Source: an optimization exercise on an open RTL-to-GDS flow (aim: small area). Production flows keep margins and buffers that such runs may drop. In this exercise RTL edits were held to simulation tests only and were not proved equivalent to the original. Power figures rest on the tool's default switching activity, not on a simulated workload. No driver is modelled on the clock port, so clocking that relies on it looks cheaper here than on a real chip.

File: constraint.sdc
create_clock -name core_clock -period 10.0 [get_ports {clk}]
set_input_delay 2.0000 -clock core_clock [delete_from_list [all_inputs] [get_ports {clk}]]
set_output_delay 2.0000 -clock core_clock [all_outputs]
set_load 0.01 [all_outputs]
File: config.mk
export PLATFORM = sky130hd
export DESIGN_NAME = serial_link_top
export DESIGN_NICKNAME = serial_link_top
export VERILOG_FILES = /design/flow/design.v
export SDC_FILE = /design/flow/constraint.sdc
export NUM_CORES = 4
export LEC_CHECK = 0
export CAP_MARGIN = 20
export CORE_MARGIN = 2
export CORE_UTILIZATION = 60
export SLEW_MARGIN = 20
File: standard.sh
#!/bin/bash
# synth_recipe.tcl (not shown) runs the flow's synth.tcl, then flattens the netlist and writes it again
# the make line also repeats each setting of config.mk as NAME=value (left out here)
make -C /OpenROAD-flow-scripts/flow DESIGN_CONFIG=/design/flow/config.mk WORK_HOME=/design/flow/orfs CLKGATE_MAP_FILE= SYNTH_SCRIPT=/design/flow/synth_recipe.tcl "${@:-finish}"
File: design.v
`default_nettype none
module serial_link_top (
  input  wire logic       clk,
  input  wire logic       rst_n,
  input  wire logic       rxd,
  input  wire logic [7:0] sw,
  output logic            txd,
  output logic [7:0]      led
);
  localparam int S_SYNC  = 0,
                 S_HDR   = 1,    
                 S_DATA  = 2,
                 S_CRC   = 3,    
                 S_XWAIT = 4,
                 S_XFER  = 5,
                 T_HDR   = 6,
                 T_DATA  = 7,
                 T_CRC   = 8;    
  logic [2047:0] ring;
  logic [127:0]  stg;
  logic [7:0]    pos;
  logic          clr;
  logic [8:0]    state;
  logic [8:0]    nxt;
  logic [7:0]    cmd;
  logic [7:0]    addr;
  logic [4:0]    len;
  logic [3:0]    k;
  logic          wp;
  logic [15:0]   crc;
  logic [6:0]    m;
  logic [7:0]    sh;
  logic          txq;
  wire [7:0] ring_tap = ring[7:0];
  wire [7:0] st_tap   = stg[7:0];
  wire [3:0] bi    = m[6:3];
  wire [2:0] cc    = m[2:0];
  wire       idle  = m[6:2] == 5'd0;
  wire       stopb = m[6] & m[3];                     
  wire       smp   = &cc && |bi && !stopb;            
  wire       bend  = m[6] & m[4] & m[1];              
  wire       rxb   = stopb && cc == 3'd0;             
  wire       txm   = |state[T_CRC:T_HDR];
  wire       rx_ok = |state[S_CRC:S_SYNC] || (state[T_CRC] && k[1]);
  wire       is_wr = cmd == 8'h01;
  wire       is_rd = cmd == 8'h02;
  wire [3:0] slot  = addr[3:0] + k;
  wire       hit   = pos[3:0] == slot;
  wire [4:0] k1    = {1'b0, k} + 5'd1;
  wire       last  = k1 == len;
  wire       xact  = (state[S_XWAIT] && hit && pos[7:4] == addr[7:4]) || state[S_XFER];
  wire       len_ok = sh[7:5] == 3'd0 && sh[4:0] != 5'd0 && (!sh[4] || sh[3:0] == 4'd0);
  wire       st_rx = state[S_DATA] && wp && hit;
  wire       tx_go = idle && (state[T_HDR] || (state[T_CRC] && !k[1]) || (state[T_DATA] && hit));
  wire       rx_go = idle && rx_ok && !rxd;
  wire        sync_tx = state[T_HDR] && k == 4'd1;    
  logic [7:0] tx_byte;
  always_comb begin
    if (state[T_HDR]) begin
        case (k[2:0])
          3'd2:    tx_byte = addr;
          3'd3:    tx_byte = {3'b000, len};
          3'd4:    tx_byte = {7'd0, !(is_wr || is_rd)};
          default: tx_byte = cmd;
        endcase
    end else if (state[T_DATA])
      tx_byte = st_tap;
    else
      tx_byte = crc[15:8];
  end
  logic [7:0] ring_ins;
  logic [7:0] st_ins;
  always_comb begin
    if (clr)
      ring_ins = 8'h00;
    else if (xact && is_wr && pos != 8'hFF)
      ring_ins = st_tap;
    else
      ring_ins = ring_tap;
    if (st_rx)
      st_ins = sh;
    else if (xact && is_rd)
      st_ins = (pos == 8'hFF) ? sw : ring_tap;
    else
      st_ins = st_tap;
  end
  always_ff @(posedge clk) begin
    ring <= {ring_ins, ring[2047:8]};
    stg  <= {st_ins, stg[127:8]};
  end
  always_ff @(posedge clk) begin
    if (!rst_n) begin
      pos <= 8'd0;
      clr <= 1'b1;
    end else begin
      pos <= pos + 8'd1;
      if (pos == 8'hFF) clr <= 1'b0;
    end
  end
  always_ff @(posedge clk) begin
    if (!rst_n)
      led <= 8'h00;
    else if (xact && is_wr && pos == 8'h00)
      led <= st_tap;
  end
  always_ff @(posedge clk) begin
    if (!rst_n)
      m <= 7'd0;
    else if (rx_go || tx_go)
      m <= 7'd4;
    else if (!idle)
      m <= bend ? 7'd0 : m + 7'd1;
  end
  always_ff @(posedge clk) begin
    if (tx_go)
      sh <= tx_byte;
    else if (smp)
      sh <= {txm ? sh[0] : rxd, sh[7:1]};
  end
  always_ff @(posedge clk) begin
    if (!rst_n)
      txq <= 1'b1;
    else if (tx_go)
      txq <= 1'b0;
    else if (txm && cc == 3'd3 && |bi)
      txq <= stopb | (sync_tx ? bi[0] : sh[0]);    
  end
  assign txd = txq;
  wire crc_init = state[S_SYNC] || state[S_XWAIT] || state[S_XFER] || sync_tx;
  wire crc_fb   = crc[15] ^ sh[~cc];
  always_ff @(posedge clk) begin
    if (crc_init)
      crc <= 16'hFFFF;
    else if (stopb)
      crc <= {crc[14:0], 1'b0} ^ (crc_fb ? 16'h1021 : 16'h0000);
  end
  wire hdr_end = state[S_HDR] && bend;
  wire go_sync = state[S_SYNC] && bend && sh == 8'hAA;
  wire go_len  = hdr_end && k[1];
  wire go_data = state[S_DATA] && st_rx && last;
  wire crc_b   = state[S_CRC] && rxb;
  wire go_ok   = state[S_CRC] && bend && k[1];
  wire go_xfer = xact && last;
  wire go_hdr  = state[T_HDR] && tx_go && k == 4'd4;
  wire go_tdat = state[T_DATA] && tx_go && last;
  wire go_end  = state[T_CRC] && k[1] && idle;
  wire crc_ok  = crc == 16'h0000;
  always_comb begin
    nxt = state;
    nxt[S_SYNC]  = (state[S_SYNC] && !go_sync) || (go_len && !len_ok) ||
                   (go_ok && !crc_ok) || go_end;
    nxt[S_HDR]   = go_sync || (state[S_HDR] && !go_len);
    nxt[S_DATA]  = (go_len && len_ok && is_wr) || (state[S_DATA] && !go_data);
    nxt[S_CRC]   = (go_len && len_ok && !is_wr) || go_data || (state[S_CRC] && !go_ok);
    nxt[S_XWAIT] = (go_ok && crc_ok) || (state[S_XWAIT] && !xact);
    nxt[S_XFER]  = (xact && !last) || (state[S_XFER] && !xact);
    nxt[T_HDR]   = go_xfer || (state[T_HDR] && !go_hdr);
    nxt[T_DATA]  = (go_hdr && is_rd) || (state[T_DATA] && !go_tdat);
    nxt[T_CRC]   = (go_hdr && !is_rd) || go_tdat || (state[T_CRC] && !go_end);
  end
  always_ff @(posedge clk) begin
    if (!rst_n) begin
      state <= 9'd1;
      wp    <= 1'b0;
    end else begin
      state <= nxt;
      if (state[S_DATA] && rxb) wp <= 1'b1;
      if (st_rx) wp <= 1'b0;
    end
  end
  always_ff @(posedge clk) begin
    if (hdr_end && k[1:0] == 2'd0) cmd <= sh;
    if (hdr_end && k[0]) addr <= sh;
    if (go_len) len <= sh[4:0];
    if (go_sync || go_len || go_data || go_ok || go_xfer || go_hdr || go_tdat)
      k <= 4'd0;
    else if (hdr_end || st_rx || crc_b || xact || tx_go)
      k <= k + 4'd1;
  end
endmodule
`default_nettype wire
File: flow/run.sh
#!/bin/bash
# Standard layout, with clock tree synthesis told not to add dummy loads and to
# use larger sink clusters of clkbuf_16.
set -euo pipefail
export CTS_ARGS="-sink_clustering_enable -repair_clock_nets -dont_use_dummy_load -buf_list {sky130_fd_sc_hd__clkbuf_4 sky130_fd_sc_hd__clkbuf_8} -sink_clustering_buffer sky130_fd_sc_hd__clkbuf_16 -sink_clustering_size 38 -sink_clustering_max_diameter 70"
export BUFFER_PORTS_ARGS="-buffer_cell sky130_fd_sc_hd__buf_1"
bash standard.sh > standard.log 2>&1
==> impl_metrics.csv, run 1 <==
group,metric,value,unit
power_and_ir_drop,p_comb_share,0.2,%
sta,tns,0,ps
clocking,clock_latency,720,ps
worst_hold_path,hp-start,"ring[1905]",
worst_setup_path,ff2ff_setup_slack,6550,ps
global_route,grt_pass1_vias,16820,
power_and_ir_drop,p_total,12600,uW
worst_setup_path,worstSetupPathType,"reg2reg",
outcome,outcome,"no timing/DRC/antenna violations",
cells_and_area,drive_gt1_share,3.403,%
cells_and_area,fin_nets,2790,
sta,hold_ws,259.0,ps
clocking,cts_root_buf,"clkbuf_8",
clocking,hold_buffers,0,
synth,syn_area,48350,um2
clocking,ctsResizeCount,0,
global_route,grt_max_degree,41,
worst_setup_path,path_cells,"inv_1, fa_1, xnor2_1, nor3_4, nand3_1, a21oi_2, a31o_2",
sta,hold_viol_final,0,
clocking,post-cts-setup-buffers,0,
synth,synth.net_count,2724,
worst_setup_path,cpPeakStageDelay,680,ps
worst_setup_path,required,10350,ps
cells_and_area,fill_cells,5661,
sta,worst-slew-pin-transition,856.2,ps
cells_and_area,syn_to_final_growth,6.272,%
global_route,grt_usage,13.38,%
cells_and_area,layoutNonFillerInstCount,3825,
floorplanning,core_area,80160,um2
worst_setup_path,r2r_start,"k[1]",
synth,synth.distinct_cells,63,
synth,synthFlopType,"dfxtp_1",
floorplanning,dieArea,82870,um2
cells_and_area,fin_area,51390,um2
power_and_ir_drop,seq_power_share,71.6,%
detailed_routing,wl_per_cell,14.30,um
worst_setup_path,crit_path_start_kind,"register",
placed_design,dp_cells,3748,
floorplanning,io_pins,20,
global_route,grt_pass1_wl,89210,um
power_and_ir_drop,p_int,10280,uW
synth,synth-edff-count,29,
clocking,clk_pin_slew,120,ps
sta,fin_crit_sh,34.47,%
synth,yosysSeqAreaShare,94.17,%
worst_setup_path,crit_arrival,3800,ps
detailed_routing,drc_errors,0,
power_and_ir_drop,p_leak,0.02011,uW
placed_design,place_area,49630,um2
power_and_ir_drop,switching_share,18.38,%
synth,async_reset_ff_share,0,%
sta,relSlewSlack,42.74,%
clocking,tritoncts,"built",
floorplanning,initial_core_util,60.32,%
sta,finalMaxSlewViolations,0,
clocking,cts_buffer_depth,3,
sta,fin_skew,84.54,ps
clocking,cts.sink_count,2260,
power_and_ir_drop,vdd_ir_drop_max,0.1785,mV
placed_design,port_buffers,19,
sta,max_freq,290.1,MHz
detailed_routing,drtIter0Drc,763,
floorplanning,die_w,287.9,um
placed_design,gp_congestion,0.8326,
synth,synth_seq_cells,2260,
worst_setup_path,cp_max_fo,13,
worst_setup_path,cp-end-kind,"register",
worst_setup_path,r2r_end,"sh[7]",
sta,rsz0062_at_grt,"no",
detailed_routing,routed_wl,54700,um
detailed_routing,antenna_violating_nets_post_route,0,
flow_run,drv_cap,0,
floorplanning,rows,104,
detailed_routing,via_per_inst,4.395,
worst_setup_path,reg2reg_depth,7,
detailed_routing,routed-via-count,16810,
power_and_ir_drop,clkPwrFrac,28.2,%
worst_hold_path,hold-path-cell-count,0,
floorplanning,die_h,287.9,um
clocking,cts.htree.levels,3,
sta,setup_viol,0,
detailed_routing,dr.pass1.iters,5,
worst_setup_path,slowest_stage,"a21oi_2",
worst_hold_path,hold-path-endpoint,"ring[1897]",
placed_design,dp_hpwl,29880,um
global_route,antenna_found_initial,2,
sta,period_minus_slack,3447,ps
power_and_ir_drop,p_switching,2315,uW
synth,synthCells,2698,
global_route,grt_overflow,0,
synth,yosys_warnings,1,
synth,syn_avg_cell_area,17.92,um2
clocking,cts_buffers,74,
worst_hold_path,hold_path.class,"reg2reg",
power_and_ir_drop,p_per_area,245.2,nW/um2
## sequential cells by signal (all words and copies together), names as in the netlist, named ones only
signal,cells
cmd,8
len,5
txq,1
wp,1
stg,128
clr,1
pos,8
k,4
ring,2048
sh,8
m,7
crc,16
addr,8
led,8
state,8
## cells in the mapped netlist, types with 9 or more instances
library cell,instances,area (um2)
o21ai_0,30,150.1
clkbuf_1,23,86.33
dfxtp_1,2231,44660
inv_1,14,52.55
nand4_1,10,62.56
nand2_1,70,262.8
a21oi_1,33,165.2
nor4_1,9,56.30
edfxtp_1,29,870.8
nor3_1,9,45.04
nor2_1,25,93.84
mux2i_1,22,220.2
and2_1,9,56.30
nor2b_1,10,62.56
nand3_1,30,150.1
ha_1,14,175.2
xnor2_1,17,148.9
xor2_1,11,96.34
## per-layer routing
metal	GRT usage, %	share of wire (%)	wire [um]	vias to the layer above
met5	0	0.020	11	-
met3	2.662	4.1	2259	90
li1	-	-	-	8588
met2	18.51	39	21350	190
met1	21.00	55	29820	7940
met4	4.508	2.3	1253	2
## kinds of logic (layout without fill, tap and decap cells)
group                    Yosys count  in the layout  synth area share, %
flip-flops                      2260           2260                94.17
AND/OR/NAND/NOR                  199            199                2.122
AO/OA/AOI/OAI                    117            117                1.568
buffers and inverters             45            109               0.3933
XOR/XNOR                          31             31               0.6314
multiplexers                      31             31               0.7116
adder cells (fa/ha/maj)           15             15               0.4037
other                              0              3                    0
## cell type report
cell class | count | area (um2) | share of cell area (%)
Antenna cell | 3 | 7.507 | 0.01461
Clock buffer | 74 | 1750 | 3.406
Inverter | 14 | 52.55 | 0.1023
Multi-Input combinational cell | 393 | 2629 | 5.116
Sequential cell | 2260 | 45530 | 88.61
Tap cell | 1060 | 1326 | 2.581
Timing Repair Buffer | 21 | 86.33 | 0.1680
## cells in the final DEF, fill, tap and decap left out, drive strengths merged, types with 3 or more instances in the layout
cell / netlist / final
dfxtp: 2231 / 2231
clkbuf: 23 / 74
nand2: 70 / 70
a21oi: 35 / 35
o21ai: 31 / 31
nand3: 30 / 30
edfxtp: 29 / 29
nor2: 25 / 25
mux2i: 22 / 22
buf: 8 / 21
xnor2: 19 / 19
inv: 14 / 14
ha: 14 / 14
xor2: 12 / 12
nand4: 11 / 11
nor2b: 10 / 10
nor4: 10 / 10
nor3: 10 / 10
and2: 9 / 9
a22oi: 8 / 8
o2bb2ai: 7 / 7
a211oi: 7 / 7
mux2: 7 / 7
and3: 6 / 6
a21boi: 4 / 4
a31oi: 4 / 4
diode: 0 / 3
and4b: 3 / 3
or3: 3 / 3
o21a: 3 / 3
or4: 3 / 3
nor3b: 3 / 3
o31ai: 3 / 3
## how the worst max path moves through the flow
stage	start	endpoint	slack [ps]	cells past startpoint
2_1_floorplan	k[1]	sh[4]	7190	9
3_3_place_gp	k[1]	sh[0]	6650	7
3_5_place_dp	k[1]	sh[0]	6550	7
4_1_cts	k[1]	sh[7]	6550	7
5_1_grt	k[1]	sh[7]	6330	7
6_report	k[1]	sh[7]	6550	7
## through the flow
| step | setup slack, ps | utilization, % |
|---|---|---|
| global route | 6333 | 64.10 |
| CTS | 6554 | 64.10 |
| finish | 6553 | 64.11 |
| global placement | 6648 | 61.91 |
| detailed placement | 6547 | 61.91 |
| floorplan | 7190 | - |
## power groups by stage
stage | Clock, uW | Combinational [uW] | Sequential [uW]
6_report | 3560 | 21.2 | 9020
3_5_place_dp | 0 | 21.2 | 9220
2_1_floorplan | 0 | 15.6 | 9220
3_3_place_gp | 0 | 20.7 | 9220
4_1_cts | 3690 | 21.3 | 9020
5_1_grt | 3980 | 23.6 | 9030
## worst max-delay path: cells and delay by family, from the launching register on
| kind | cells | cell delay, ps |
|---|---|---|
| buffers and inverters | 1 | 240 |
| and+or+nand+nor | 2 | 560 |
| adders and majority gates | 1 | 520 |
| AOI/OAI and AO/OA | 2 | 1030 |
| xor gates and xnor gates | 1 | 170 |
| DFF | 1 | 620 |
==> run 2, diff against run 1 <==
==> flow/run.sh (replaced) <==
#!/bin/bash
# Standard layout, with clock tree synthesis told not to add dummy loads and to
# use larger sink clusters of clkbuf_16.
set -euo pipefail
export CTS_ARGS="-sink_clustering_enable -repair_clock_nets -dont_use_dummy_load -buf_list sky130_fd_sc_hd__clkbuf_16 -sink_clustering_size 38 -sink_clustering_max_diameter 70"
export BUFFER_PORTS_ARGS="-buffer_cell sky130_fd_sc_hd__buf_1"
bash standard.sh > standard.log 2>&1
==> run 2 against run 1 <==
Effect of this change:
- global-route usage about the same
- sequential power about the same
- still clean
- register-to-register slack hardly changed
- synthesized cell count stayed put
- critical path depth unchanged
- clock skew down 4.1 ps
- die area stayed put
- critical endpoint unchanged
- cell count is essentially flat
- first-iteration DRC count is 2.4% lower
==> impl_metrics.csv, run 2 <==
group,metric,value,unit
clocking,clk_pin_slew,120,ps
synth,ys_top_cells_by_area,"dfxtp_1, edfxtp_1, nand2_1",
synth,syn_area,48350,um2
sta,setup_viol,0,
sta,hold_viol_final,0,
placed_design,port_buffers,19,
clocking,cts.sink_count,2260,
worst_setup_path,crit_arrival,3710,ps
synth,async_reset_ff_share,0,%
flow_run,drv_cap,0,
clocking,cts_buffers,74,
clocking,cts_root_buf,"clkbuf_16",
sta,worst-slew-pin-transition,846.0,ps
worst_hold_path,hp-start,"ring[801]",
cells_and_area,syn_to_final_growth,6.472,%
sta,finalMaxSlewViolations,0,
synth,synth.net_count,2724,
worst_setup_path,r2r_start,"k[1]",
floorplanning,initial_core_util,60.32,%
worst_hold_path,hold_path.class,"reg2reg",
synth,synthTopCellsByCount,"dfxtp_1, nand2_1, a21oi_1, nand3_1, o21ai_0",
synth,synth_top_area_share,92.37,%
placed_design,gp_congestion,0.8326,
sta,rsz0062_at_grt,"no",
sta,relSlewSlack,42.80,%
cells_and_area,seq_area,45530,um2
synth,yosysTopAreaCell,"dfxtp_1",
clocking,clock_latency,630,ps
cells_and_area,final_cell_mix,"dfxtp_1, clkbuf_16, nand2_1",
detailed_routing,routed-via-count,16830,
worst_setup_path,r2r_end,"sh[7]",
floorplanning,core_area,80160,um2
synth,synthFlopType,"dfxtp_1",
worst_setup_path,cp-end-kind,"register",
cells_and_area,layoutNonFillerInstCount,3823,
sta,fin_skew,80.41,ps
floorplanning,dieArea,82870,um2
worst_setup_path,cp_max_fo,13,
global_route,grt_usage,13.40,%
synth,synth-edff-count,29,
synth,syn_avg_cell_area,17.92,um2
worst_hold_path,hold-path-cell-count,0,
cells_and_area,mostFrequentLayoutCell,"dfxtp_1",
detailed_routing,drc_errors,0,
clocking,ctsResizeCount,0,
sta,tns,0,ps
detailed_routing,wl_per_cell,14.34,um
sta,period_minus_slack,3440,ps
detailed_routing,via_per_inst,4.402,
cells_and_area,max_flop_register,"ring",
floorplanning,die_h,287.9,um
clocking,cts.htree.levels,3,
synth,synth.distinct_cells,63,
clocking,cts_buffer_depth,3,
synth,yosysSeqAreaShare,94.17,%
placed_design,dp_hpwl,29880,um
cells_and_area,reg_top3,"ring x2048, stg x128, crc x16",
clocking,hold_buffers,0,
synth,synth_seq_cells,2260,
floorplanning,rows,104,
cells_and_area,fill_cells,5647,
synth,yosysMostFrequentCell,"dfxtp_1",
placed_design,dp_cells,3748,
worst_hold_path,hold-path-endpoint,"ring[793]",
global_route,antenna_found_initial,1,
outcome,outcome,"no timing/DRC/antenna violations",
cells_and_area,largest_reg_flops,2048,
worst_setup_path,reg2reg_depth,7,
detailed_routing,dr.pass1.iters,7,
global_route,grt_max_degree,41,
clocking,post-cts-setup-buffers,0,
worst_setup_path,ff2ff_setup_slack,6560,ps
floorplanning,io_pins,20,
worst_setup_path,crit_path_start_kind,"register",
synth,yosys_warnings,1,
power_and_ir_drop,p_per_area,246.7,nW/um2
cells_and_area,multi_input_area,2629,um2
worst_setup_path,required,10270,ps
worst_setup_path,worstSetupPathType,"reg2reg",
detailed_routing,drtIter0Drc,745,
global_route,grt_overflow,0,
cells_and_area,final_core_util,64.23,%
sta,max_freq,290.7,MHz
power_and_ir_drop,p_leak,0.02015,uW
cells_and_area,fin_nets,2790,
global_route,grt_pass1_vias,16830,
synth,synthCells,2698,
cells_and_area,drive_gt1_share,3.403,%
clocking,tritoncts,"built",
power_and_ir_drop,vdd_ir_drop_max,0.1788,mV
floorplanning,die_w,287.9,um
global_route,grt_pass1_wl,89360,um
detailed_routing,antenna_violating_nets_post_route,0,
detailed_routing,routed_wl,54840,um
sta,fin_crit_sh,34.40,%
## run 2: cell counts after synthesis
Identical to the previous run, type by type.
## run 2: where the power goes
| group | total, uW | switching [uW] | leakage (uW) | internal (uW) |
|---|---|---|---|---|
| sequential | 9020 | 3.58 | 0.0182 | 9020 |
| combinational | 21.2 | 12.9 | 0.00102 | 8.29 |
| clock | 3660 | 2310 | 0.000912 | 1350 |
| total | 12700 | 2320 | 0.0202 | 10400 |
## run 2: critical path, stage by stage (launching register included)
cell	delay, ps
dfxtp_1	620
inv_1	240
fa_1	520
xnor2_1	170
nor3_4	380
nand3_1	180
a21oi_2	680
a31o_2	350
## run 2: final cells by class
class | instances | area share [%]
multi-input cells | 393 | 5.106
diodes | 1 | 0.004861
flip-flops and latches | 2260 | 88.45
inverters | 14 | 0.1021
well taps | 1060 | 2.576
clock buffers | 74 | 3.597
repair buffers | 21 | 0.1677
## run 2: worst max path at each step
stage               startpoint     to  slack (ps)  depth (start not counted)
floorplan                 k[1]  sh[4]        7190                          9
global placement          k[1]  sh[0]        6650                          7
detailed placement        k[1]  sh[0]        6550                          7
CTS                       k[1]  sh[7]        6550                          7
global route              k[1]  sh[7]        6330                          7
finish                    k[1]  sh[7]        6560                          7
## run 2: cells by family (layout without fill, tap and decap cells)
| group | after synthesis | after routing | synth area share, % |
|---|---|---|---|
| DFF | 2260 | 2260 | 94.17 |
| and+or+nand+nor | 199 | 199 | 2.122 |
| AOI/OAI and AO/OA | 117 | 117 | 1.568 |
| buffers and inverters | 45 | 109 | 0.3933 |
| xor gates and xnor gates | 31 | 31 | 0.6314 |
| muxes | 31 | 31 | 0.7116 |
| adders and majority gates | 15 | 15 | 0.4037 |
| other | 0 | 1 | 0 |
## run 2: layer usage
| layer | vias up | GRT usage, % | wire (um) |
|---|---|---|---|
| li1 | 8580 | - | - |
| met4 | 2 | 4.404 | 1210 |
| met3 | 87 | 2.718 | 2224 |
| met2 | 206 | 18.59 | 21460 |
| met1 | 7955 | 21.02 | 29930 |
| met5 | - | 0 | 11 |
## run 2: per-stage QoR
| step | setup WS (ps) | hold WS (ps) | total power, uW | area (um2) |
|---|---|---|---|---|
| floorplan | 7190 | 309.6 | 9237 | 48350 |
| global placement | 6648 | 309.7 | 9245 | 49630 |
| detailed placement | 6547 | 312.1 | 9245 | 49630 |
| CTS | 6554 | 264.2 | 12830 | 51480 |
| global route | 6333 | 257.0 | 13130 | 51480 |
| finish | 6560 | 262.3 | 12700 | 51480 |
==> run 3, diff against run 2 <==
==> flow/run.sh (replaced) <==
#!/bin/bash
# Standard layout, with clock tree synthesis told not to add dummy loads and to
# use larger sink clusters of clkbuf_16.
set -euo pipefail
export CTS_ARGS="-sink_clustering_enable -repair_clock_nets -dont_use_dummy_load -buf_list {sky130_fd_sc_hd__clkbuf_2 sky130_fd_sc_hd__clkbuf_4} -sink_clustering_buffer sky130_fd_sc_hd__clkbuf_16 -sink_clustering_size 38 -sink_clustering_max_diameter 70"
export BUFFER_PORTS_ARGS="-buffer_cell sky130_fd_sc_hd__buf_1"
bash standard.sh > standard.log 2>&1
==> run 3 against run 2 <==
Effect of this change:
- still clean
- core utilization is 0.19 points lower
- wire length fell by 0.20%
- fmax rose by 0.16%
- sequential power about the same
- register-to-register slack about the same
- non-clock buffer count is the same
- worst setup slack improved by 5.5 ps
- count of clock-buffer cells in the layout unchanged
- design area decreased by 0.29%
- sequential share of layout area is 0.26 points higher
- via count hardly changed
- highest routed layer unchanged
==> impl_metrics.csv, run 3 <==
group,metric,value,unit
cells_and_area,syn_to_final_growth,6.161,%
synth,synthFlopType,"dfxtp_1",
synth,synth-edff-count,29,
cells_and_area,largest_reg_flops,2048,
clocking,cts.htree.levels,3,
global_route,grt_overflow,0,
cells_and_area,layoutNonFillerInstCount,3826,
worst_setup_path,worstSetupPathType,"reg2reg",
power_and_ir_drop,p_per_area,244.2,nW/um2
worst_setup_path,cpPeakStageDelay,680,ps
sta,hold_viol_final,0,
sta,tns,0,ps
synth,synthMuxAreaShare,0.7116,%
cells_and_area,fin_nets,2790,
power_and_ir_drop,p_leak,0.02008,uW
sta,worst-slew-pin-transition,903.4,ps
synth,ys_top_cells_by_area,"dfxtp_1, edfxtp_1, nand2_1",
synth,synth.distinct_cells,63,
synth,synth_top_family_by_area,"simple AND/OR/NAND/NOR gates",
worst_setup_path,crit_path_start_kind,"register",
global_route,grt_pass1_wl,89220,um
clocking,cts_buffers,74,
detailed_routing,dr.pass1.iters,7,
synth,synth.net_count,2724,
synth,async_reset_ff_share,0,%
global_route,grt_pass1_vias,16820,
cells_and_area,mostFrequentLayoutCell,"dfxtp_1",
clocking,clock_latency,990,ps
placed_design,dp_hpwl,29880,um
power_and_ir_drop,vdd_ir_drop_max,0.1779,mV
detailed_routing,via_per_inst,4.398,
clocking,post-cts-setup-buffers,0,
global_route,grt_usage,13.38,%
clocking,cts_root_buf,"clkbuf_4",
detailed_routing,drc_errors,0,
detailed_routing,routed-via-count,16830,
floorplanning,rows,104,
placed_design,port_buffers,19,
worst_setup_path,required,10550,ps
detailed_routing,routed_wl,54730,um
worst_setup_path,cp-end-kind,"register",
floorplanning,die_h,287.9,um
synth,yosys_warnings,1,
power_and_ir_drop,p_total,12530,uW
synth,syn_area,48350,um2
global_route,grt_max_degree,41,
worst_setup_path,path_cells,"inv_1, fa_1, xnor2_1, nor3_4, nand3_1, a21oi_2, a31o_2",
clocking,cts_buffer_depth,3,
floorplanning,io_pins,20,
worst_hold_path,hold_path.class,"reg2reg",
sta,rsz0062_at_grt,"no",
placed_design,gp_congestion,0.8326,
worst_setup_path,cp_top_family,"compound AO/OA/AOI/OAI gates",
sta,hold_ws,224.1,ps
detailed_routing,wl_per_cell,14.30,um
synth,yosysSeqAreaShare,94.17,%
sta,setup_viol,0,
synth,yosysTopAreaCell,"dfxtp_1",
cells_and_area,drive_gt1_share,3.403,%
synth,yosys.area_share.adder,0.4037,%
worst_setup_path,crit_arrival,3980,ps
outcome,outcome,"no timing/DRC/antenna violations",
global_route,antenna_found_initial,3,
cells_and_area,final_core_util,64.04,%
sta,finalMaxSlewViolations,0,
worst_setup_path,critPathBufInv,1,
floorplanning,initial_core_util,60.32,%
cells_and_area,max_flop_register,"ring",
sta,fin_skew,119.3,ps
clocking,hold_buffers,0,
sta,fin_crit_sh,34.34,%
synth,synth_compound_area_share,1.568,%
synth,synthTopCellsByCount,"dfxtp_1, nand2_1, a21oi_1, nand3_1, o21ai_0",
worst_setup_path,slowest_stage,"a21oi_2",
detailed_routing,antenna_violating_nets_post_route,0,
cells_and_area,reg_top3,"ring x2048, stg x128, crc x16",
detailed_routing,drtIter0Drc,782,
clocking,cts.sink_count,2260,
synth,yosysMostFrequentCell,"dfxtp_1",
floorplanning,core_area,80160,um2
sta,period_minus_slack,3434,ps
worst_setup_path,cp_max_fo,13,
synth,syn_avg_cell_area,17.92,um2
clocking,clk_pin_slew,120,ps
sta,relSlewSlack,38.93,%
synth,synth_xor_area_share,0.6314,%
flow_run,drv_cap,0,
synth,synthCells,2698,
sta,max_freq,291.2,MHz
synth,synth_top_area_share,92.37,%
synth,synthSimpleGateAreaFrac,2.122,%
clocking,tritoncts,"built",
clocking,ctsResizeCount,0,
synth,synth_seq_cells,2260,
placed_design,dp_cells,3748,
cells_and_area,final_cell_mix,"dfxtp_1, nand2_1, clkbuf_16",
cells_and_area,fill_cells,5661,
floorplanning,dieArea,82870,um2
floorplanning,die_w,287.9,um
-- run 3: changes by cell type in the layout (fill, tap and decap cells not counted), sizes merged --
cell,before,now
diode,1,4
-- run 3: cell type report --
type / instances / area [um2] / share of cell area, %
inverter: 14 / 52.55 / 0.1024
clock buffer: 74 / 1694 / 3.300
tap: 1060 / 1326 / 2.584
sequential: 2260 / 45530 / 88.70
multi-input combinational: 393 / 2629 / 5.121
timing repair buffer: 21 / 86.33 / 0.1682
antenna: 4 / 10.01 / 0.01950
-- run 3: final timing paths --
path,start,endpoint,slack (ps),cells past startpoint
max,k[1],sh[7],6570,7
max reg2reg,k[1],sh[7],6570,7
min,ring[1905],ring[1897],220,0
min reg2reg,ring[1905],ring[1897],220,0
-- run 3: layer usage --
layer  routed length (um)  part of all wire, %  GRT usage (%)
met5                   13                0.024              0
met4                 1086                  2.0          3.912
met3                 2464                  4.5          3.027
met2                21460                   39          18.51
met1                29700                   54          21.00
-- run 3: metrics by stage --
step | setup slack, ps | cell area [um2]
after floorplan | 7190 | 48350
after global routing | 6332 | 51330
final | 6566 | 51330
after CTS | 6479 | 51320
after detailed placement | 6547 | 49630
after global placement | 6648 | 49630
-- run 3: logic make-up after synthesis --
family                   after synthesis
flip-flops                          2260
AO/OA/AOI/OAI                        117
multiplexers                          31
XOR/XNOR                              31
adder cells (fa/ha/maj)               15
AND/OR/NAND/NOR                      199
buffers and inverters                 45
-- run 3: power breakdown --
group | internal, uW | leakage [uW] | switching (uW)
Sequential | 9020 | 0.0182 | 3.57
Combinational | 8.30 | 0.00102 | 13.0
Clock | 1200 | 0.000842 | 2290
==> run 4, diff against run 3 <==
==> flow/run.sh (replaced) <==
#!/bin/bash
# The standard layout (standard.sh), with two changes:
# - clock tree synthesis adds no dummy loads, clusters up to 38 flip-flops on
#   each clkbuf_16 leaf buffer and builds the upper tree from small buffers;
# - the port buffers are buf_1 cells.
set -euo pipefail
export CTS_ARGS="-sink_clustering_enable -repair_clock_nets -dont_use_dummy_load -buf_list {sky130_fd_sc_hd__clkbuf_2 sky130_fd_sc_hd__clkbuf_4} -sink_clustering_buffer sky130_fd_sc_hd__clkbuf_16 -sink_clustering_size 38 -sink_clustering_max_diameter 70"
export BUFFER_PORTS_ARGS="-buffer_cell sky130_fd_sc_hd__buf_1"
bash standard.sh > standard.log 2>&1
==> run 4 against run 3 <==
Effect of this change:
- register-to-register slack hardly changed
- sequential power hardly changed
- non-clock buffer count stayed put
- synthesized area stayed put
- sequential share of layout area stayed put
- hold slack stayed put
- wire length stayed put
- die area stayed put
- largest cell class unchanged
==> impl_metrics.csv, run 4 <==
group,metric,value,unit
outcome,outcome,"no timing/DRC/antenna violations",
worst_setup_path,cp-end-kind,"register",
cells_and_area,final_core_util,64.04,%
floorplanning,dieArea,82870,um2
detailed_routing,drtIter0Drc,782,
sta,period_minus_slack,3434,ps
global_route,grt_busiest_layer,"met1",
synth,synthTopCellsByCount,"dfxtp_1, nand2_1, a21oi_1, nand3_1, o21ai_0",
power_and_ir_drop,vdd_ir_drop_max,0.1779,mV
clocking,cts.sink_count,2260,
synth,synth.net_count,2724,
synth,yosys_warnings,1,
sta,worst-slew-pin-transition,903.4,ps
synth,async_reset_ff_share,0,%
clocking,clock_latency,990,ps
worst_hold_path,hold_path.class,"reg2reg",
placed_design,port_buffers,19,
cells_and_area,syn_to_final_growth,6.161,%
cells_and_area,seq_area,45530,um2
synth,synth-edff-count,29,
cells_and_area,fin_nets,2790,
clocking,cts_buffer_depth,3,
cells_and_area,max_flop_register,"ring",
cells_and_area,final_cell_mix,"dfxtp_1, nand2_1, clkbuf_16",
cells_and_area,reg_top3,"ring x2048, stg x128, crc x16",
global_route,grtUsageMet2,18.51,%
floorplanning,io_pins,20,
detailed_routing,wl_per_cell,14.30,um
synth,syn_avg_cell_area,17.92,um2
floorplanning,rows,104,
cells_and_area,mostFrequentLayoutCell,"dfxtp_1",
power_and_ir_drop,p_per_area,244.2,nW/um2
detailed_routing,drc_errors,0,
power_and_ir_drop,p_total,12530,uW
power_and_ir_drop,p_leak,0.02008,uW
clocking,clk_pin_slew,120,ps
worst_setup_path,worstSetupPathType,"reg2reg",
synth,yosysTopAreaCell,"dfxtp_1",
detailed_routing,antenna_violating_nets_post_route,0,
sta,fin_skew,119.3,ps
clocking,tritoncts,"built",
global_route,grt_pass1_wl,89220,um
global_route,gr-usage-met1,21.00,%
cells_and_area,largest_reg_flops,2048,
synth,synth_top_area_share,92.37,%
worst_setup_path,cp_max_fo,13,
global_route,grt_max_degree,41,
floorplanning,core_area,80160,um2
synth,ys_top_cells_by_area,"dfxtp_1, edfxtp_1, nand2_1",
global_route,use_met3,3.027,%
clocking,cts.htree.levels,3,
floorplanning,initial_core_util,60.32,%
synth,yosysSeqAreaShare,94.17,%
detailed_routing,dr.pass1.iters,7,
global_route,grt_usage,13.38,%
sta,setup_viol,0,
sta,rsz0062_at_grt,"no",
detailed_routing,via_per_inst,4.398,
floorplanning,die_h,287.9,um
sta,tns,0,ps
flow_run,drv_cap,0,
global_route,grt_overflow,0,
floorplanning,die_w,287.9,um
sta,hold_viol_final,0,
detailed_routing,routed_wl,54730,um
cells_and_area,fill_cells,5661,
worst_setup_path,required,10550,ps
clocking,ctsResizeCount,0,
detailed_routing,routed-via-count,16830,
synth,synthCells,2698,
synth,synthFlopType,"dfxtp_1",
sta,relSlewSlack,38.93,%
global_route,grt_pass1_vias,16820,
placed_design,gp_congestion,0.8326,
cells_and_area,multi_input_area,2629,um2
synth,syn_area,48350,um2
synth,synth_seq_cells,2260,
synth,synth.distinct_cells,63,
sta,fin_crit_sh,34.34,%
synth,yosysMostFrequentCell,"dfxtp_1",
placed_design,dp_hpwl,29880,um
cells_and_area,drive_gt1_share,3.403,%
clocking,cts_buffers,74,
sta,finalMaxSlewViolations,0,
worst_setup_path,crit_arrival,3980,ps
global_route,antenna_found_initial,3,
clocking,post-cts-setup-buffers,0,
clocking,cts_root_buf,"clkbuf_4",
worst_setup_path,crit_path_start_kind,"register",
clocking,hold_buffers,0,
sta,max_freq,291.2,MHz
==> run 4: cell counts in the layout (fill, tap and decap cells not counted) <==
No cell type changed its count.
==> run 4: final timing paths <==
kind | startpoint | endpoint | slack, ps | depth (start not counted)
hold / removal | ring[1905] | ring[1897] | 220 | 0
setup reg to reg | k[1] | sh[7] | 6570 | 7
setup / recovery | k[1] | sh[7] | 6570 | 7
hold reg to reg | ring[1905] | ring[1897] | 220 | 0
==> run 4: metrics by stage <==
step	setup slack (ps)	instances	hold WS, ps	instance area (um2)
5_1_grt	6332	3825	211.8	51330
4_1_cts	6479	3822	175.1	51320
3_5_place_dp	6547	3748	312.1	49630
6_report	6566	3826	224.1	51330
2_1_floorplan	7190	2698	309.6	48350
3_3_place_gp	6648	3748	309.7	49630
==> run 4: final cells by class <==
class / count / area share (%)
Clock buffer: 74 / 3.300
Inverter: 14 / 0.1024
Antenna cell: 4 / 0.01950
Timing Repair Buffer: 21 / 0.1682
Sequential cell: 2260 / 88.70
Multi-Input combinational cell: 393 / 5.121
Tap cell: 1060 / 2.584
==> run 4: report_power, final <==
part / leakage [uW] / internal [uW] / total (uW) / switching, uW
sequential: 0.0182 / 9020 / 9020 / 3.57
clock: 0.000842 / 1200 / 3490 / 2290
combinational: 0.00102 / 8.30 / 21.3 / 13.0
==> run 4: kinds of logic after synthesis <==
family	Yosys count	synth area share (%)
xor gates and xnor gates	31	0.6314
DFF	2260	94.17
and+or+nand+nor	199	2.122
adders and majority gates	15	0.4037
buffers and inverters	45	0.3933
muxes	31	0.7116
AOI/OAI and AO/OA	117	1.568
==> run 4: critical path, cell delays in order (launching register included) <==
cell     delay [ps]
dfxtp_1         620
inv_1           240
fa_1            520
xnor2_1         170
nor3_4          380
nand3_1         180
a21oi_2         680
a31o_2          350
==> run 4: routing by layer <==
| metal | part of all wire (%) | vias to the layer above | wire [um] |
|---|---|---|---|
| li1 | - | 8581 | - |
| met1 | 54 | 7955 | 29700 |
| met2 | 39 | 199 | 21460 |
| met4 | 2.0 | 2 | 1086 |
| met5 | 0.024 | - | 13 |
| met3 | 4.5 | 89 | 2464 |
==> run 5, diff against run 4 <==
==> flow/run.sh (replaced) <==
#!/bin/bash
# The standard layout (standard.sh), with two changes:
# - clock tree synthesis adds no dummy loads, clusters up to 38 flip-flops on
#   each clkbuf_16 leaf buffer and builds the upper tree from small buffers;
# - the port buffers are buf_1 cells.
set -euo pipefail
export CTS_ARGS="-sink_clustering_enable -repair_clock_nets -dont_use_dummy_load -buf_list {sky130_fd_sc_hd__clkbuf_2 sky130_fd_sc_hd__clkbuf_4} -sink_clustering_buffer sky130_fd_sc_hd__clkbuf_16 -sink_clustering_size 36 -sink_clustering_max_diameter 70"
export BUFFER_PORTS_ARGS="-buffer_cell sky130_fd_sc_hd__buf_1"
bash standard.sh > standard.log 2>&1
==> run 5 against run 4 <==
Effect of this change:
- global-route usage hardly changed
- hold slack better by 3.7 ps
- clock skew is 6.1 ps higher
- clock power is 2% higher
- sequential cell count stayed put
- wire length hardly changed
- critical path type unchanged
- largest cell class unchanged
==> impl_metrics.csv, run 5 <==
group,metric,value,unit
outcome,outcome,"no timing/DRC/antenna violations",
worst_setup_path,r2r_end,"sh[1]",
power_and_ir_drop,p_per_area,245.0,nW/um2
global_route,grt_usage,13.36,%
detailed_routing,antenna_violating_nets_post_route,0,
synth,synth-edff-count,29,
clocking,cts_root_buf,"clkbuf_4",
worst_setup_path,ff2ff_setup_slack,6540,ps
cells_and_area,syn_to_final_growth,6.316,%
sta,setup_viol,0,
worst_setup_path,required,10570,ps
global_route,antenna_found_initial,3,
clocking,clock_latency,970,ps
worst_hold_path,hp-start,"stg[86]",
worst_setup_path,slowest_stage,"a21oi_2",
worst_setup_path,cpPeakStageDelay,680,ps
global_route,grt_overflow,0,
cells_and_area,mostFrequentLayoutCell,"dfxtp_1",
sta,finalMaxSlewViolations,0,
power_and_ir_drop,p_leak,0.02012,uW
synth,synthCells,2698,
sta,worst-slew-pin-transition,877.0,ps
cells_and_area,drive_gt1_share,3.508,%
worst_hold_path,hold_path.class,"reg2reg",
synth,synth_top_area_share,92.37,%
sta,fin_crit_sh,34.59,%
worst_setup_path,path_cells,"inv_1, fa_1, xnor2_1, nor3_4, nand3_1, a21oi_2, a31o_2",
worst_hold_path,hold-path-cell-count,0,
detailed_routing,dr.pass1.iters,6,
synth,yosys_warnings,1,
synth,synth.net_count,2724,
placed_design,place_ws,6547,ps
detailed_routing,drtIter0Drc,825,
worst_setup_path,crit_path_start_kind,"register",
detailed_routing,drc_errors,0,
sta,period_minus_slack,3459,ps
sta,relSlewSlack,41.35,%
placed_design,dp_cells,3748,
synth,syn_avg_cell_area,17.92,um2
sta,tns,0,ps
synth,yosysTopAreaCell,"dfxtp_1",
clocking,hold_buffers,0,
cells_and_area,largest_reg_flops,2048,
worst_setup_path,r2r_start,"k[1]",
sta,setup_ws,6541,ps
clocking,cts.htree.levels,3,
synth,yosysMostFrequentCell,"dfxtp_1",
clocking,cts.sink_count,2260,
floorplanning,rows,104,
floorplanning,io_pins,20,
detailed_routing,wl_per_cell,14.31,um
floorplanning,die_w,287.9,um
placed_design,gp_congestion,0.8326,
clocking,post-cts-setup-buffers,0,
cells_and_area,max_flop_register,"ring",
power_and_ir_drop,vdd_ir_drop_max,0.1835,mV
synth,synthTopCellsByCount,"dfxtp_1, nand2_1, a21oi_1, nand3_1, o21ai_0",
cells_and_area,fin_nets,2793,
synth,ys_top_cells_by_area,"dfxtp_1, edfxtp_1, nand2_1",
worst_setup_path,cp_max_fo,13,
cells_and_area,reg_top3,"ring x2048, stg x128, crc x16",
sta,rsz0062_at_grt,"no",
global_route,grt_pass1_wl,89230,um
floorplanning,die_h,287.9,um
global_route,grt_pass1_vias,16890,
worst_setup_path,crit_arrival,4030,ps
detailed_routing,routed-via-count,16860,
global_route,grt_max_degree,41,
cells_and_area,final_cell_mix,"dfxtp_1, nand2_1, clkbuf_16",
detailed_routing,via_per_inst,4.403,
synth,synth.distinct_cells,63,
synth,synthFlopType,"dfxtp_1",
placed_design,dp_hpwl,29880,um
synth,async_reset_ff_share,0,%
sta,hold_ws,227.8,ps
clocking,cts_buffer_depth,3,
synth,synth_seq_cells,2260,
flow_run,drv_cap,0,
clocking,tritoncts,"built",
placed_design,port_buffers,19,
worst_setup_path,cp-end-kind,"register",
floorplanning,core_area,80160,um2
floorplanning,initial_core_util,60.32,%
clocking,cts_buffers,77,
clocking,clk_pin_slew,120,ps
synth,yosysSeqAreaShare,94.17,%
synth,syn_area,48350,um2
detailed_routing,routed_wl,54780,um
worst_setup_path,worstSetupPathType,"reg2reg",
worst_hold_path,hold-path-endpoint,"stg[78]",
sta,hold_viol_final,0,
worst_setup_path,reg2reg_depth,7,
floorplanning,dieArea,82870,um2
sta,fin_skew,125.4,ps
clocking,ctsResizeCount,0,
cells_and_area,layoutNonFillerInstCount,3829,
sta,max_freq,289.1,MHz
run 5: changes by cell type in the layout (fill, tap and decap cells not counted):
cell,change
clkbuf_16,+3
run 5: stage by stage:
step	power [uW]	area, um2	utilization, %
5_1_grt	13020	51400	64.13
2_1_floorplan	9237	48350	-
6_report	12600	51410	64.13
4_1_cts	12720	51400	64.12
3_3_place_gp	9245	49630	61.91
3_5_place_dp	9245	49630	61.91
run 5: how the worst max path moves through the flow:
stage | from | endpoint | slack [ps] | cells after the start
2_1_floorplan | k[1] | sh[4] | 7190 | 9
3_3_place_gp | k[1] | sh[0] | 6650 | 7
3_5_place_dp | k[1] | sh[0] | 6550 | 7
4_1_cts | led[7] | led[7] | 6470 | 1
5_1_grt | k[1] | sh[7] | 6330 | 7
6_report | k[1] | sh[1] | 6540 | 7
run 5: critical path: cells and delay by family, from the launching register on:
kind,cells,cell delay (ps)
DFF,1,620
adders and majority gates,1,520
xor gates and xnor gates,1,170
and+or+nand+nor,2,560
buffers and inverters,1,240
AOI/OAI and AO/OA,2,1030
run 5: layout make-up:
class,count,area (um2)
antenna,4,10.01
clock buffer,77,1769
fill,5657,28750
inverter,14,52.55
multi-input combinational,393,2629
sequential,2260,45530
tap,1060,1326
timing repair buffer,21,86.33
run 5: cells by family (layout without fill, tap and decap cells):
family,after synthesis,after routing,synth area share (%)
compound gates,117,117,1.568
flops,2260,2260,94.17
mux,31,31,0.7116
fa+ha+maj,15,15,0.4037
simple gates,199,199,2.122
other cells,0,4,0
buf+inv,45,112,0.3933
xor+xnor,31,31,0.6314
run 5: per-layer routing:
metal / part of all wire, % / track usage, % / up-vias / routed length, um
met3: 4.6 / 3.090 / 78 / 2546
met1: 54 / 20.92 / 7977 / 29730
met2: 39 / 18.50 / 221 / 21460
met4: 1.9 / 3.873 / 2 / 1045
li1: - / - / 8583 / -
met5: 0.020 / 0 / - / 11
run 5: where the power goes:
group / internal (uW) / switching [uW] / leakage [uW]
clock network: 1250 / 2310 / 0.000879
registers: 9020 / 3.55 / 0.0182
logic: 8.28 / 13.0 / 0.00102
total: 10300 / 2320 / 0.0201
==> run 6, diff against run 5 <==
==> flow/run.sh (replaced) <==
#!/bin/bash
# The standard layout (standard.sh), with two changes:
# - clock tree synthesis adds no dummy loads, clusters up to 38 flip-flops on
#   each clkbuf_16 leaf buffer and builds the upper tree from small buffers;
# - the port buffers are buf_1 cells.
set -euo pipefail
export CTS_ARGS="-sink_clustering_enable -repair_clock_nets -dont_use_dummy_load -buf_list {sky130_fd_sc_hd__clkbuf_2 sky130_fd_sc_hd__clkbuf_4} -sink_clustering_buffer sky130_fd_sc_hd__buf_12 -sink_clustering_size 36 -sink_clustering_max_diameter 70"
export BUFFER_PORTS_ARGS="-buffer_cell sky130_fd_sc_hd__buf_1"
bash standard.sh > standard.log 2>&1
==> run 6 against run 5 <==
Effect of this change:
- design area fell by 0.66%
- via count barely moved
- register-to-register slack barely moved
- global-route usage barely moved
- synthesized cell count did not move
- non-clock buffer count did not move
- core utilization fell by 0.42 points
- fmax fell by 0.17%
- hold slack got worse by 29 ps
- critical path type unchanged
- critical endpoint unchanged
==> impl_metrics.csv, run 6 <==
group,metric,value,unit
outcome,outcome,"no timing/DRC/antenna violations",
sta,rsz0062_at_grt,"no",
clocking,tritoncts,"built",
clocking,cts.sink_count,2260,
detailed_routing,via_per_inst,4.401,
detailed_routing,drtIter0Drc,777,
floorplanning,rows,104,
worst_setup_path,cp_max_fo,13,
sta,period_minus_slack,3465,ps
global_route,grt_pass1_wl,89050,um
cells_and_area,multi_input_area,2629,um2
synth,synth_top_area_share,92.37,%
cells_and_area,largest_reg_flops,2048,
clocking,post-cts-setup-buffers,0,
cells_and_area,reg_top3,"ring x2048, stg x128, crc x16",
clocking,cts_buffers,77,
clocking,hold_buffers,0,
cells_and_area,fin_nets,2793,
worst_setup_path,cp-end-kind,"register",
sta,worst-slew-pin-transition,849.1,ps
sta,hold_viol_final,0,
floorplanning,dieArea,82870,um2
sta,setup_viol,0,
worst_setup_path,crit_path_start_kind,"register",
synth,synthFlopType,"dfxtp_1",
cells_and_area,max_flop_register,"ring",
cells_and_area,fill_cells,5697,
synth,yosys_warnings,1,
floorplanning,core_area,80160,um2
clocking,cts_root_buf,"clkbuf_4",
synth,ys_top_cells_by_area,"dfxtp_1, edfxtp_1, nand2_1",
detailed_routing,drc_errors,0,
clocking,cts.htree.levels,3,
sta,max_freq,288.6,MHz
flow_run,drv_cap,0,
cells_and_area,final_core_util,63.71,%
placed_design,gp_congestion,0.8326,
sta,relSlewSlack,42.87,%
worst_setup_path,worstSetupPathType,"reg2reg",
detailed_routing,dr.pass1.iters,5,
cells_and_area,final_cell_mix,"dfxtp_1, nand2_1, buf_12",
global_route,grt_max_degree,41,
cells_and_area,seq_area,45530,um2
synth,yosysSeqAreaShare,94.17,%
detailed_routing,routed-via-count,16850,
placed_design,dp_hpwl,29880,um
synth,synthTopCellsByCount,"dfxtp_1, nand2_1, a21oi_1, nand3_1, o21ai_0",
cells_and_area,mostFrequentLayoutCell,"dfxtp_1",
floorplanning,io_pins,20,
synth,syn_avg_cell_area,17.92,um2
cells_and_area,syn_to_final_growth,5.613,%
global_route,grt_pass1_vias,16870,
synth,yosysMostFrequentCell,"dfxtp_1",
worst_hold_path,hold_path.class,"reg2reg",
floorplanning,die_w,287.9,um
clocking,ctsResizeCount,0,
synth,synth_seq_cells,2260,
detailed_routing,antenna_violating_nets_post_route,0,
synth,syn_area,48350,um2
clocking,cts_buffer_depth,3,
power_and_ir_drop,p_leak,0.01992,uW
clocking,clock_latency,950,ps
cells_and_area,drive_gt1_share,3.508,%
detailed_routing,wl_per_cell,14.27,um
sta,fin_skew,154.7,ps
global_route,grt_usage,13.34,%
worst_setup_path,required,10520,ps
synth,synth.distinct_cells,63,
synth,synth.net_count,2724,
global_route,antenna_found_initial,3,
floorplanning,die_h,287.9,um
synth,async_reset_ff_share,0,%
sta,tns,0,ps
sta,fin_crit_sh,34.65,%
floorplanning,initial_core_util,60.32,%
power_and_ir_drop,vdd_ir_drop_max,0.1761,mV
synth,synth-edff-count,29,
placed_design,port_buffers,19,
clocking,clk_pin_slew,120,ps
global_route,grt_overflow,0,
power_and_ir_drop,p_per_area,244.0,nW/um2
detailed_routing,routed_wl,54660,um
synth,yosysTopAreaCell,"dfxtp_1",
synth,synthCells,2698,
sta,finalMaxSlewViolations,0,
worst_setup_path,crit_arrival,3990,ps
[run 6: routing by layer]
layer | vias up | routed length, um | track usage (%) | part of all wire, %
met1 | 7959 | 29630 | 20.88 | 54
met5 | - | 11 | 0 | 0.020
li1 | 8582 | - | - | -
met4 | 2 | 1126 | 4.003 | 2.1
met3 | 87 | 2552 | 3.154 | 4.7
met2 | 223 | 21340 | 18.37 | 39
[run 6: cell type report]
cell class	count	area share (%)
antenna	4	0.01960
timing repair buffer	21	0.1691
sequential	2260	89.17
inverter	14	0.1029
multi-input combinational	393	5.148
clock buffer	77	2.798
tap	1060	2.597
[run 6: cells by family after synthesis]
group	Yosys count	synth area share, %
adder cells (fa/ha/maj)	15	0.4037
XOR/XNOR	31	0.6314
buffers and inverters	45	0.3933
AO/OA/AOI/OAI	117	1.568
multiplexers	31	0.7116
flip-flops	2260	94.17
AND/OR/NAND/NOR	199	2.122
[run 6: final timing paths]
path / from / end / slack, ps / cells past startpoint
min reg2reg: stg[86] / stg[78] / 200 / 0
max reg2reg: k[1] / sh[1] / 6540 / 7
min: stg[86] / stg[78] / 200 / 0
max: k[1] / sh[1] / 6540 / 7
[run 6: critical path: stages, from the launching register on]
cell and delay [ps]:
dfxtp_1 620, inv_1 240, fa_1 520, xnor2_1 170, nor3_4 380, nand3_1 180, a21oi_2 680, a31o_2 350
[run 6: stage by stage]
stage	total power (uW)	hold slack [ps]	std cells	worst slack, ps	cell area [um2]
after detailed placement	9245	312.1	3748	6547	49630
after global placement	9245	309.7	3748	6648	49630
after CTS	12600	204.5	3825	6483	51060
after global routing	12900	175.0	3828	6307	51060
final	12460	198.8	3829	6535	51070
after floorplan	9237	309.6	2698	7190	48350
[run 6: report_power, final]
part	leakage [uW]	internal [uW]	switching, uW	total [uW]
clock	0.000680	1090	2340	3420
combinational	0.00102	8.29	12.9	21.2
sequential	0.0182	9010	3.50	9020
==> run 7, diff against run 6 <==
==> flow/run.sh (replaced) <==
#!/bin/bash
# The standard layout (standard.sh), with two changes:
# - clock tree synthesis adds no dummy loads, clusters up to 38 flip-flops on
#   each clkbuf_16 leaf buffer and builds the upper tree from small buffers;
# - the port buffers are buf_1 cells.
set -euo pipefail
export CTS_ARGS="-sink_clustering_enable -repair_clock_nets -dont_use_dummy_load -buf_list {sky130_fd_sc_hd__clkbuf_2 sky130_fd_sc_hd__clkbuf_4} -sink_clustering_buffer sky130_fd_sc_hd__buf_6 -sink_clustering_size 20 -sink_clustering_max_diameter 50"
export BUFFER_PORTS_ARGS="-buffer_cell sky130_fd_sc_hd__buf_1"
bash standard.sh > standard.log 2>&1
==> run 7 against run 6 <==
Effect of this change:
- still clean
- clock skew is 46 ps lower
- highest routed layer unchanged
- hold slack improved by 31 ps
- design area up 0.19%
- via count grew 2.2%
- count of clock-buffer cells in the layout rose by 64
==> impl_metrics.csv, run 7 <==
group,metric,value,unit
cells_and_area,mostFrequentLayoutCell,"dfxtp_1",
synth,synth_seq_cells,2260,
cells_and_area,drive_gt1_share,5.691,%
worst_setup_path,required,8000,ps
placed_design,dp_hpwl,29880,um
power_and_ir_drop,vdd_ir_drop_max,0.1734,mV
synth,syn_area,48350,um2
sta,max_freq,287.1,MHz
cells_and_area,fin_area,51160,um2
synth,synthTopCellsByCount,"dfxtp_1, nand2_1, a21oi_1, nand3_1, o21ai_0",
detailed_routing,wl_per_cell,14.21,um
floorplanning,die_h,287.9,um
floorplanning,core_area,80160,um2
detailed_routing,via_per_inst,4.423,
outcome,outcome,"no timing/DRC/antenna violations",
synth,synth.distinct_cells,63,
synth,yosysSeqAreaShare,94.17,%
global_route,grt_pass1_vias,17480,
clocking,ctsResizeCount,0,
worst_setup_path,worstSetupPathType,"reg2out",
worst_setup_path,cpPeakStageDelay,350,ps
synth,async_reset_ff_share,0,%
worst_hold_path,hold_path.class,"reg2reg",
sta,tns,0,ps
floorplanning,dieArea,82870,um2
sta,finalMaxSlewViolations,0,
worst_setup_path,critPathBufInv,1,
clocking,cts.sink_count,2260,
worst_setup_path,cp.depth,1,
synth,synth_top_area_share,92.37,%
cells_and_area,final_cell_mix,"dfxtp_1, buf_6, nand2_1",
sta,setup_viol,0,
cells_and_area,syn_to_final_growth,5.809,%
worst_setup_path,cp-end-kind,"primary output",
clocking,cts_buffer_depth,3,
sta,worst-slew-pin-transition,855.9,ps
detailed_routing,drc_errors,0,
worst_setup_path,cp_top_family,"flip-flops",
clocking,cts_buffers,141,
global_route,gr-usage-met1,20.95,%
worst_setup_path,crit_path_start_kind,"register",
clocking,hold_buffers,0,
cells_and_area,max_flop_register,"ring",
synth,synthFlopType,"dfxtp_1",
flow_run,drv_cap,0,
clocking,clk_pin_slew,120,ps
sta,relSlewSlack,42.76,%
placed_design,place_ws,6547,ps
placed_design,place_area,49630,um2
synth,synthCells,2698,
global_route,grt_overflow,0,
power_and_ir_drop,p_leak,0.02007,uW
worst_setup_path,slowest_stage,"dfxtp_1",
global_route,grt_usage,13.77,%
floorplanning,io_pins,20,
synth,ys_top_cells_by_area,"dfxtp_1, edfxtp_1, nand2_1",
power_and_ir_drop,p_per_area,243.2,nW/um2
synth,synth.net_count,2724,
global_route,grt_max_degree,41,
global_route,grtUsageMet2,18.57,%
clocking,cts.htree.levels,4,
global_route,grt_pass1_wl,90850,um
floorplanning,die_w,287.9,um
sta,rsz0062_at_grt,"no",
global_route,antenna_found_initial,2,
synth,synth-edff-count,29,
detailed_routing,dr.pass1.iters,5,
worst_setup_path,cp_max_fo,2,
detailed_routing,routed_wl,55340,um
sta,setup_ws,6516,ps
worst_setup_path,path_cells,"buf_1",
floorplanning,initial_core_util,60.32,%
sta,hold_viol_final,0,
clocking,clock_latency,980,ps
clocking,tritoncts,"built",
detailed_routing,drtIter0Drc,688,
clocking,cts_root_buf,"clkbuf_4",
clocking,post-cts-setup-buffers,0,
sta,fin_skew,108.7,ps
detailed_routing,antenna_violating_nets_post_route,0,
worst_hold_path,hold-path-cell-count,0,
synth,yosysMostFrequentCell,"dfxtp_1",
global_route,grt_busiest_layer,"met1",
cells_and_area,largest_reg_flops,2048,
sta,fin_crit_sh,34.84,%
worst_setup_path,crit_arrival,1480,ps
placed_design,gp_congestion,0.8326,
sta,period_minus_slack,3484,ps
synth,yosysTopAreaCell,"dfxtp_1",
synth,yosys_warnings,1,
worst_setup_path,reg2reg_depth,7,
placed_design,port_buffers,19,
global_route,use_met3,3.447,%
floorplanning,rows,104,
cells_and_area,fin_nets,2857,
synth,syn_avg_cell_area,17.92,um2
detailed_routing,routed-via-count,17220,
cells_and_area,reg_top3,"ring x2048, stg x128, crc x16",
[run 7: cell counts after synthesis]
Identical to the previous run, type by type.
[run 7: final timing paths]
| path | start | slack, ps | end |
|---|---|---|---|
| setup / recovery | txq | 6520 | txd |
| hold / removal | stg[54] | 230 | stg[46] |
| setup reg to reg | k[1] | 6530 | sh[5] |
| hold reg to reg | stg[54] | 230 | stg[46] |
[run 7: layout make-up]
type / count / area (um2)
tap: 1060 / 1326
sequential: 2260 / 45530
inverter: 14 / 52.55
multi-input combinational: 393 / 2629
clock buffer: 141 / 1524
antenna: 4 / 10.01
fill: 5717 / 29000
timing repair buffer: 21 / 86.33
[run 7: layer usage]
| metal | wire length [um] | share of wire (%) | vias up |
|---|---|---|---|
| met1 | 29560 | 53 | 8106 |
| met5 | 10 | 0.018 | - |
| met4 | 1592 | 2.9 | 2 |
| met3 | 2569 | 4.6 | 122 |
| met2 | 21600 | 39 | 256 |
| li1 | - | - | 8734 |
[run 7: power by group]
part	total, uW	leakage, uW	internal [uW]	switching, uW
combinational	21.2	0.00102	8.29	12.9
clock	3410	0.000828	1030	2370
sequential	9020	0.0182	9010	3.57
total	12400	0.0201	10100	2390
[run 7: kinds of logic after synthesis]
logic type / Yosys count / synth area share, %
compound gates: 117 / 1.568
fa+ha+maj: 15 / 0.4037
buf+inv: 45 / 0.3933
simple gates: 199 / 2.122
mux: 31 / 0.7116
flops: 2260 / 94.17
xor+xnor: 31 / 0.6314
[run 7: per-stage QoR]
step	util (%)	total power (uW)	instances	hold slack [ps]
finish	63.83	12440	3893	230.0
global route	63.82	12930	3890	215.6
CTS	63.81	12610	3889	212.8
detailed placement	61.91	9245	3748	312.1
global placement	61.91	9245	3748	309.7
floorplan	-	9237	2698	309.6
==> run 8, diff against run 7 <==
==> flow/run.sh (replaced) <==
#!/bin/bash
# The standard layout (standard.sh), with two changes:
# - clock tree synthesis adds no dummy loads, clusters up to 38 flip-flops on
#   each clkbuf_16 leaf buffer and builds the upper tree from small buffers;
# - the port buffers are buf_1 cells.
set -euo pipefail
export CTS_ARGS="-sink_clustering_enable -repair_clock_nets -dont_use_dummy_load -buf_list {sky130_fd_sc_hd__clkbuf_2 sky130_fd_sc_hd__clkbuf_4} -sink_clustering_buffer sky130_fd_sc_hd__buf_12 -sink_clustering_size 34 -sink_clustering_max_diameter 70"
export BUFFER_PORTS_ARGS="-buffer_cell sky130_fd_sc_hd__buf_1"
bash standard.sh > standard.log 2>&1
==> run 8 against run 7 <==
Effect of this change:
- still clean on timing, DRC and antenna
- sequential share of layout area up 0.061 points
- synthesized cell count unchanged
- total power rose by 0.71%
- critical path depth grew 6
- non-clock buffer count did not move
- wire length down 0.45%
- via count is 2.4% lower
- critical endpoint is now sh[7]
- largest cell class unchanged
- largest power group unchanged
- highest routed layer unchanged
==> impl_metrics.csv, run 8 <==
group,metric,value,unit
cells_and_area,fin_area,51130,um2
power_and_ir_drop,p_per_area,245.1,nW/um2
detailed_routing,routed-via-count,16810,
detailed_routing,via_per_inst,4.388,
clocking,ctsResizeCount,0,
detailed_routing,top_layer_used,"met5",
floorplanning,die_w,287.9,um
clocking,clock_latency,990,ps
synth,yosysMostFrequentCell,"dfxtp_1",
worst_hold_path,hp-start,"ring[1905]",
power_and_ir_drop,p_leak,0.01995,uW
worst_hold_path,hold-path-cell-count,0,
detailed_routing,dr.pass1.iters,5,
synth,synth_seq_cells,2260,
synth,syn_avg_cell_area,17.92,um2
synth,ys_top_cells_by_area,"dfxtp_1, edfxtp_1, nand2_1",
sta,finalMaxSlewViolations,0,
worst_setup_path,r2r_end,"sh[7]",
worst_setup_path,crit_arrival,3990,ps
flow_run,drv_cap,0,
sta,rsz0062_at_grt,"no",
clocking,cts_buffers,80,
sta,setup_ws,6545,ps
synth,synth-edff-count,29,
placed_design,gp_congestion,0.8326,
synth,synthFlopType,"dfxtp_1",
detailed_routing,wl_per_cell,14.38,um
sta,tns,0,ps
synth,synth_top_area_share,92.37,%
outcome,outcome,"no timing/DRC/antenna violations",
detailed_routing,wl_met2,21360,um
worst_setup_path,cp_max_fo,13,
sta,period_minus_slack,3455,ps
sta,fin_skew,129.2,ps
synth,synth.net_count,2724,
worst_setup_path,reg2reg_depth,7,
sta,worst-slew-pin-transition,859.0,ps
global_route,grt_pass1_wl,89790,um
worst_setup_path,required,10530,ps
placed_design,place_ws,6547,ps
clocking,cts_root_buf,"clkbuf_4",
cells_and_area,syn_to_final_growth,5.737,%
floorplanning,die_h,287.9,um
sta,max_freq,289.4,MHz
worst_setup_path,slowest_stage,"a21oi_2",
power_and_ir_drop,vdd_ir_drop_max,0.1866,mV
power_and_ir_drop,p_total,12530,uW
clocking,cts_buffer_depth,3,
clocking,post-cts-setup-buffers,0,
clocking,cts.htree.levels,3,
clocking,hold_buffers,0,
worst_setup_path,path_cells,"inv_1, fa_1, xnor2_1, nor3_4, nand3_1, a21oi_2, a31o_2",
cells_and_area,reg_top3,"ring x2048, stg x128, crc x16",
floorplanning,initial_core_util,60.32,%
synth,yosys_warnings,1,
synth,synth.distinct_cells,63,
global_route,grt_usage,13.45,%
detailed_routing,antenna_violating_nets_post_route,0,
synth,yosysSeqAreaShare,94.17,%
global_route,grt_overflow,0,
sta,hold_viol_final,0,
sta,setup_viol,0,
worst_hold_path,hold_path.class,"reg2reg",
detailed_routing,wl_met1,30000,um
cells_and_area,mostFrequentLayoutCell,"dfxtp_1",
placed_design,place_area,49630,um2
cells_and_area,largest_reg_flops,2048,
worst_setup_path,cpPeakStageDelay,680,ps
cells_and_area,drive_gt1_share,3.613,%
synth,synthTopCellsByCount,"dfxtp_1, nand2_1, a21oi_1, nand3_1, o21ai_0",
worst_setup_path,worstSetupPathType,"reg2reg",
sta,fin_crit_sh,34.55,%
worst_setup_path,r2r_start,"k[1]",
worst_setup_path,cp_top_family,"compound AO/OA/AOI/OAI gates",
cells_and_area,fill_cells,5689,
floorplanning,dieArea,82870,um2
detailed_routing,routed_wl,55090,um
worst_setup_path,crit_path_start_kind,"register",
worst_setup_path,ff2ff_setup_slack,6540,ps
sta,relSlewSlack,42.55,%
worst_hold_path,hold-path-endpoint,"ring[1897]",
clocking,cts.sink_count,2260,
global_route,grt_pass1_vias,16900,
clocking,clk_pin_slew,120,ps
detailed_routing,met3WireLength,2516,um
worst_setup_path,cp-end-kind,"register",
placed_design,dp_hpwl,29880,um
synth,synthCells,2698,
floorplanning,rows,104,
synth,async_reset_ff_share,0,%
detailed_routing,drtIter0Drc,775,
synth,yosysTopAreaCell,"dfxtp_1",
global_route,antenna_found_initial,3,
detailed_routing,drc_errors,0,
cells_and_area,final_cell_mix,"dfxtp_1, buf_12, nand2_1",
synth,syn_area,48350,um2
cells_and_area,fin_nets,2796,
clocking,tritoncts,"built",
floorplanning,core_area,80160,um2
global_route,grt_max_degree,41,
placed_design,port_buffers,19,
floorplanning,io_pins,20,
cells_and_area,max_flop_register,"ring",
worst_setup_path,critPathBufInv,1,
[run 8: cell counts after synthesis]
Identical to the previous run, type by type.
[run 8: per-stage QoR]
stage               hold slack (ps)  instances  utilization, %
global route                  197.2       3831           63.78
CTS                           189.9       3828           63.77
detailed placement            312.1       3748           61.91
finish                        214.3       3832           63.78
floorplan                     309.6       2698               -
global placement              309.7       3748           61.91
[run 8: cell families (layout without fill, tap and decap cells)]
| kind of cell | count (synthesis) | in the layout | synth area share, % |
|---|---|---|---|
| adder cells (fa/ha/maj) | 15 | 15 | 0.4037 |
| AND/OR/NAND/NOR | 199 | 199 | 2.122 |
| XOR/XNOR | 31 | 31 | 0.6314 |
| AO/OA/AOI/OAI | 117 | 117 | 1.568 |
| other | 0 | 4 | 0 |
| flip-flops | 2260 | 2260 | 94.17 |
| buffers and inverters | 45 | 115 | 0.3933 |
| multiplexers | 31 | 31 | 0.7116 |
[run 8: metal layers]
layer	GRT usage [%]	up-vias
li1	-	8598
met1	21.03	7913
met2	18.52	210
met3	3.249	91
met4	4.041	2
met5	0	-
[run 8: power breakdown]
group	switching, uW	internal, uW	total (uW)
Clock	2360	1130	3490
Combinational	13.0	8.28	21.3
Sequential	3.55	9010	9020
[run 8: area by class of cell]
cell class | instances | area (um2) | area share, %
repair buffers | 21 | 86.33 | 0.1689
well taps | 1060 | 1326 | 2.594
multi-input cells | 393 | 2629 | 5.142
inverters | 14 | 52.55 | 0.1028
flip-flops and latches | 2260 | 45530 | 89.06
diodes | 4 | 10.01 | 0.01958
clock buffers | 80 | 1489 | 2.912
[run 8: worst register-to-register path: cells and delay by family (launching register included)]
kind | cells | cell delay (ps)
fa+ha+maj | 1 | 520
simple gates | 2 | 560
flops | 1 | 620
xor+xnor | 1 | 170
compound gates | 2 | 1040
buf+inv | 1 | 250
[run 8: worst max-delay path by stage]
stage | depth (start not counted) | to | start | slack, ps
2_1_floorplan | 9 | sh[4] | k[1] | 7190
3_3_place_gp | 7 | sh[0] | k[1] | 6650
3_5_place_dp | 7 | sh[0] | k[1] | 6550
4_1_cts | 1 | led[7] | led[7] | 6470
5_1_grt | 7 | sh[7] | k[1] | 6330
6_report | 7 | sh[7] | k[1] | 6540

==> separate check: timing with driven ports <==
In the flow no input, the clock included, has a driving cell. The finished layouts below were timed again as built, in two steps.
Step 1, drivers: a clkbuf_16 drives clk and a buf_2 each remaining input, both assumed.
Step 2, shift: input delay + t, output delay - t, t = (earliest + latest rising clock arrival at the registers) / 2. This alone moves slack from input paths to output paths.
Slacks: ideal ports / drivers / drivers and shift; pairs: ideal ports / drivers.
| run | shift t [ns] | setup WS [ns] |
|---|---|---|
| run 1 | 0.756 | 6.553 / 6.553 / 6.553 |
| run 2 | 0.671 | 6.560 / 6.560 / 6.560 |
| run 3 | 0.977 | 6.566 / 6.522 / 6.566 |
| run 4 | 0.977 | 6.566 / 6.522 / 6.566 |
| run 5 | 0.987 | 6.541 / 6.492 / 6.541 |
| run 6 | 0.959 | 6.535 / 6.532 / 6.535 |
| run 7 | 1.016 | 6.516 / 6.452 / 6.535 |
| run 8 | 0.961 | 6.545 / 6.526 / 6.545 |
After both steps setup and hold are still met in every run listed.
